This is an optimization exercise on Yosys and OpenROAD, whose aim is small area, a short achievable clock period and few clock cycles, not a production implementation.
The RTL was checked by simulation tests, not by an equivalence proof against the original design.
Power is estimated from default activity; no workload was simulated.

Design graph_triangle_enumerator, start of the top module:
module graph_triangle_enumerator (
   input  wire logic                              clock,
   input  wire logic                              reset,
   input  wire logic                              req_valid,
   output logic                                   req_ready,
   input  wire logic                              req_kind,
   input  wire logic [gte_pkg::NODE_W-1:0]        req_row_index,
   input  wire logic [gte_pkg::ROW_W-1:0]         req_row_bits,
   output logic                                   rsp_valid,
   input  wire logic                              rsp_ready,
   output logic      [gte_pkg::NODE_W-1:0]        rsp_first_node,
   output logic      [gte_pkg::NODE_W-1:0]        rsp_second_node,
   output logic      [gte_pkg::NODE_W-1:0]        rsp_third_node,
   output logic                                   rsp_found,
   input  wire logic                              psel,
   input  wire logic                              penable,
   input  wire logic                              pwrite,
   input  wire logic [gte_pkg::CSR_ADDR_W-1:0]    paddr,
   input  wire logic [gte_pkg::CSR_DATA_W-1:0]    pwdata,
   output logic      [gte_pkg::CSR_DATA_W-1:0]    prdata,
   output logic                                   pready
);
Size: ~680 flip-flops, about 130 I/O pins, ~32000 sq um of cells after synthesis.
clock: 7.0 ns
lec_check: 0
abc_area: 1
cap_margin: 20
core_margin: 2
core_utilization: 40
cts_cluster_diameter: 100
cts_cluster_size: 30
place_density: 0.5
setup_slack_margin: 3.9
slew_margin: 20
run.sh (not shown) runs the stock make flow with config.mk's settings and CLKGATE_MAP_FILE= SYNTH_SCRIPT=/design/flow/synth_recipe.tcl, a recipe that flattens the netlist after the stock synthesis.
The baseline produced a clean layout.
Testbench counts at the start, summed over its fixed seeds: cycles 29,790.
==> next run, changes <==
--- a/flow/design.v
+++ b/flow/design.v
@@ -142,22 +142,22 @@
    assign write_now = write_busy && (pend_ff == 2'd0);
    assign req_ready = (pend_ff != 2'd2) && !(write_busy && (pend_ff != 2'd0));
    assign fetch_acc = req_valid && req_ready && req_kind;
    assign load_acc  = req_valid && req_ready && !req_kind;
    assign restart   = write_now || count_write;
    assign cu = cur_ff ? out_a_ff : '0;
    assign cv = cur_ff ? out_b_ff : '0;
    assign au_next   = au_ff + 5'd1;
-   assign scan_row  = (st_ff == S_SCAN) && !v_cnt[1];
-   assign scan_edge = (st_ff == S_SCAN) && v_cnt[1] && b_free;
+   assign scan_row  = (st_ff == S_SCAN) && (vset_ff == '0);
+   assign scan_edge = (st_ff == S_SCAN) && (vset_ff != '0) && b_free;
    assign v_sel  = low_bit(vset_ff);
    assign v_rest = vset_ff & ~v_sel;
    assign v_cnt  = cnt3(vset_ff);
-   assign rd_sel = (v_cnt[1] ? v_sel : '0)
+   assign rd_sel = v_sel
                  | (scan_row ? dec(au_next) : '0)
                  | ((st_ff == S_RSTU) ? dec(cu) : '0);
    assign w_floor = (floor_ff && vset_ff[cv]) ? above(out_c_ff) : '1;
    assign w_scan  = rd_row & v_rest & w_floor;
    assign row_in  = rd_row & mask_n;
    always_ff @(posedge clock) begin
       if (reset || restart) begin
          st_ff <= S_RSTU;
Effect:
- sequential power falls by about 1%
- synthesized cell count goes up by 2.3%
- routed wire length went down by 7.8%
- cell area falls by 6.9%
- die area goes up by 1.2%
- worst hold slack is about the same
- clock power went up by about 7%
- global-route usage decreases by 3.0 points
Testbench counts after the change, summed over its fixed seeds: cycles 30,140.

--- another note on this design; it stands on its own ---

## main
Design graph_triangle_enumerator, start of the top module:
module graph_triangle_enumerator (
   input  wire logic                              clock,
   input  wire logic                              reset,
   input  wire logic                              req_valid,
   output logic                                   req_ready,
   input  wire logic                              req_kind,
   input  wire logic [gte_pkg::NODE_W-1:0]        req_row_index,
   input  wire logic [gte_pkg::ROW_W-1:0]         req_row_bits,
   output logic                                   rsp_valid,
   input  wire logic                              rsp_ready,
   output logic      [gte_pkg::NODE_W-1:0]        rsp_first_node,
   output logic      [gte_pkg::NODE_W-1:0]        rsp_second_node,
   output logic      [gte_pkg::NODE_W-1:0]        rsp_third_node,
   output logic                                   rsp_found,
   input  wire logic                              psel,
   input  wire logic                              penable,
   input  wire logic                              pwrite,
   input  wire logic [gte_pkg::CSR_ADDR_W-1:0]    paddr,
   input  wire logic [gte_pkg::CSR_DATA_W-1:0]    pwdata,
   output logic      [gte_pkg::CSR_DATA_W-1:0]    prdata,
   output logic                                   pready
);
For scale: about 3400 cells after synthesis, ~130 I/O pins.
export LEC_CHECK = 0
export ABC_AREA = 1
export CAP_MARGIN = 20
export CORE_MARGIN = 2
export CORE_UTILIZATION = 65
export CTS_CLUSTER_DIAMETER = 100
export CTS_CLUSTER_SIZE = 30
export PLACE_DENSITY = 0.72
export SETUP_SLACK_MARGIN = 3.9
export SLEW_MARGIN = 20
create_clock -name core_clock -period 7.0 [get_ports {clock}]
run.sh (not shown) runs the stock make flow with config.mk's settings and CLKGATE_MAP_FILE= SYNTH_SCRIPT=/design/flow/synth_recipe.tcl, a recipe that flattens the netlist after the stock synthesis.
main completed every stage of the flow, and the final layout passed the timing, design-rule and antenna checks.
Testbench counts of main, summed over its fixed seeds: cycles 30,140.
#### Input delta (the feature branch over main)
Settings: CORE_UTILIZATION: 65 -> 55; PLACE_DENSITY: 0.72 -> 0.65.
==> comparison <==
- Share of the clock period used by the worst path after layout, main and the feature branch: smaller value in the feature branch
- Cell count: the feature branch higher than main
- Between the feature branch and main, it is the feature branch whose width of the die is higher, by 19 µm.
- The feature branch — worst setup slack after layout 0.047 ns higher, main as reference
- Number of buffers added by the clock tree synthesis step, the feature branch vs main: up by more than 10%
- On the feature branch: fraction of met2 tracks used by global routing is 12 points lower than what main gave.
- Looking only at wire length, and setting everything else aside, the higher value of main and the feature branch goes to main.

separate check: timing with driven ports:
The flow's constraints put no driver on any port. The routed layouts listed below were extracted and timed again, unchanged, in two steps. Step 1 (the two cells are an assumption about what drives the block):
set clk [get_ports {clock}]
set_driving_cell -lib_cell sky130_fd_sc_hd__clkbuf_16 $clk
set_driving_cell -lib_cell sky130_fd_sc_hd__buf_2 [delete_from_list [all_inputs] $clk]
Step 2 moves the port delays by t, midway between the first and last clock arrival at a register: inputs arrive t later, outputs are due t later. That takes back most of the time a late clock gives input paths. a / b / c = ideal ports / drivers / drivers and shift; a / b = the first two.
| run | shift t [ns] | setup WS [ns] | worst hold slack (ns) | worst slew at a driven data input, ns |
|---|---|---|---|---|
| the first run of note 1 | 0.742 | 3.673 / 3.673 / 3.274 | 0.431 / 0.431 / 0.431 | 0.06 |
| the second run of note 1 | 0.664 | 3.804 / 3.733 / 3.400 | 0.431 / 0.431 / 0.431 | 0.06 |
| main | 0.703 | 3.790 / 3.725 / 3.422 | 0.430 / 0.430 / 0.430 | 0.06 |
| the feature branch | 0.712 | 3.837 / 3.771 / 3.364 | 0.431 / 0.431 / 0.431 | 0.06 |
After both steps every run listed still meets setup and hold. The setup slack of the feature branch, which loses most, moves by -0.066 ns with the drivers and by -0.473 ns with both steps.
